This is an optimization exercise on Yosys and OpenROAD, whose aim is small area, a short achievable clock period and few clock cycles per item, not a production implementation.
In this exercise RTL edits were held to simulation tests only and were not proved equivalent to the original.

Setup of run B:
// velocity_reflector
module velocity_reflector #(
  parameter int unsigned WIDTH      = billiard_fx_pkg::WIDTH,
  parameter int unsigned FRAC_WIDTH = billiard_fx_pkg::FRAC_WIDTH
) (
  input  logic             clk,
  input  logic             rst_n,
  input  logic             in_valid,
  output logic             in_ready,
  input  logic [WIDTH-1:0] vx,
  input  logic [WIDTH-1:0] vy,
  input  logic [WIDTH-1:0] nx,
  input  logic [WIDTH-1:0] ny,
  output logic             out_valid,
  input  logic             out_ready,
  output logic [WIDTH-1:0] vx_out,
  output logic [WIDTH-1:0] vy_out,
  output logic             out_reflected,
  output logic             out_sat
);
Size in the first run: about 9500 cells after synthesis, about 200 I/O pins.
Settings: LEC_CHECK=0, ABC_AREA=1, CAP_MARGIN=20, CORE_MARGIN=2, CORE_UTILIZATION=40, PLACE_DENSITY=0.6, SLEW_MARGIN=20; clock period 16.0 ns.
standard.sh (not shown) runs the stock make flow with config.mk's settings and CLKGATE_MAP_FILE= SYNTH_SCRIPT=/design/flow/synth_recipe.tcl, a recipe that flattens the netlist after the stock synthesis.
==> flow/flow/run.sh <==
#!/bin/bash
set -euo pipefail
MARGIN=$(cat flow/margin.txt)
bash standard.sh SETUP_SLACK_MARGIN=$MARGIN finish > standard_flow.log 2>&1
==> flow/flow/margin.txt <==
9.5
Run B closes out successfully: all stages finished, all timing, DRC and antenna checks passed.
Testbench counts of run B, summed over its fixed seeds: cycles 3,698, items 2,400.
--- input diff run B..run D ---
diff --git a/flow/design.v b/flow/design.v
--- a/flow/design.v
+++ b/flow/design.v
@@ -3518,67 +3518,62 @@
   assign in_ready  = !bv[tail];
   always_ff @(posedge clk or negedge rst_n) begin
     if (!rst_n) begin
       bv        <= '0;
       bw        <= '0;
       bd        <= '0;
       tail      <= '0;
       head      <= '0;
       iss       <= '0;
       p_v       <= 1'b0;
       s_v       <= 1'b0;
-      sel_k     <= 1'b0;
-      sel_a     <= 4'b0001;
-      sel_b     <= 4'b0001;
       out_valid <= 1'b0;
     end else begin
       if (!p_v && bw[iss]) begin
         bw[iss] <= 1'b0;
         iss     <= iss + 2'd1;
       end
       p_v <= s_to2;
-      sel_k <= p_v_n;
-      for (int i = 0; i < NB; i++) begin
-        sel_a[i] <= !p_v_n && (iss_n == 2'(i));
-        sel_b[i] <= a_bank_n == 2'(i);
-      end
       s_v <= a_v;
       if (s_done && !take_byp) bd[s_bank] <= 1'b1;
       if (take) begin
         bv[head] <= 1'b0;
         bd[head] <= 1'b0;
         head     <= head + 2'd1;
       end
       if (out_free) out_valid <= take;
       if (in_valid && in_ready) begin
         bv[tail] <= 1'b1;
         bw[tail] <= 1'b1;
         tail     <= tail + 2'd1;
       end
     end
   end
   always_ff @(posedge clk) begin
+    sel_k <= p_v_n;
+    for (int i = 0; i < NB; i++) begin
+      sel_a[i] <= !p_v_n && (iss_n == 2'(i));
+      sel_b[i] <= a_bank_n == 2'(i);
+    end
     s_op2  <= a_op2;
     s_bank <= a_bank;
     s_hs1  <= hs1;
     s_hc1  <= hc1;
     s_lg1  <= lg1;
     s_lp1  <= lp1;
     s_lg2  <= lg2;
     s_lp2  <= lp2;
     s_hs2  <= hs2;
     s_hc2  <= hc2;
-    if (s_to2) begin
-      p_bank <= s_bank;
-      p_k    <= k;
-    end
+    p_bank <= s_bank;
+    p_k    <= k;
     for (int i = 0; i < NB; i++) begin
       if (in_ready && tail == 2'(i)) begin
         b_vx[i] <= vx;
         b_vy[i] <= vy;
         b_nx[i] <= nx;
         b_ny[i] <= ny;
       end else if (s_done && !take_byp && s_bank == 2'(i)) begin
         b_vx[i]   <= res_x;
         b_vy[i]   <= res_y;
         b_refl[i] <= res_refl;
         b_sat[i]  <= res_sat;
Notes after the runs:
Against run B, final net count in run D fell slightly.
Run B → run D: sequential share of cell area saw little to no change, async set-or-reset flop fraction in the synthesized netlist saw a decrease, met3 usage in global routing saw an increase, setup slack at placement saw a decrease.
Share of the clock period used by the worst path after layout was lower in the run labelled run B.
Final cell area: run D below run B
In run D relative to run B, wire length the detailed router placed on met1 had gone up slightly.
Testbench counts of run D, summed over its fixed seeds: cycles 3,698, items 2,400.

==> re-timing with driven ports <==
The flow's constraints put no driver on any port. The routed layouts listed below were extracted and timed again, unchanged, in two steps. Step 1 sets driving cells, clkbuf_16 on the clock port and buf_2 on the other inputs (assumed; they add their load-dependent delay and slew). Step 2 adds t to the input delays and takes it off the output delays; t is the mean of the earliest and latest rising clock arrival at the registers after step 1. Input paths then give back, and output paths get back, about the clock's delay inside the block. Slacks: ideal / step 1 / step 2; pairs: ideal / step 1.
run | t, ns | setup slack, ns | latest minus earliest clock arrival (ns) | worst data-port slew with drivers (ns) | pins driven straight from the clock port
run B | 0.875 | 9.536 / 9.536 / 9.536 | 0.141 / 0.140 | 0.21 | 1
run D | 0.815 | 9.487 / 9.487 / 9.487 | 0.053 / 0.053 | 0.28 | 1
After both steps every run listed still meets setup and hold.
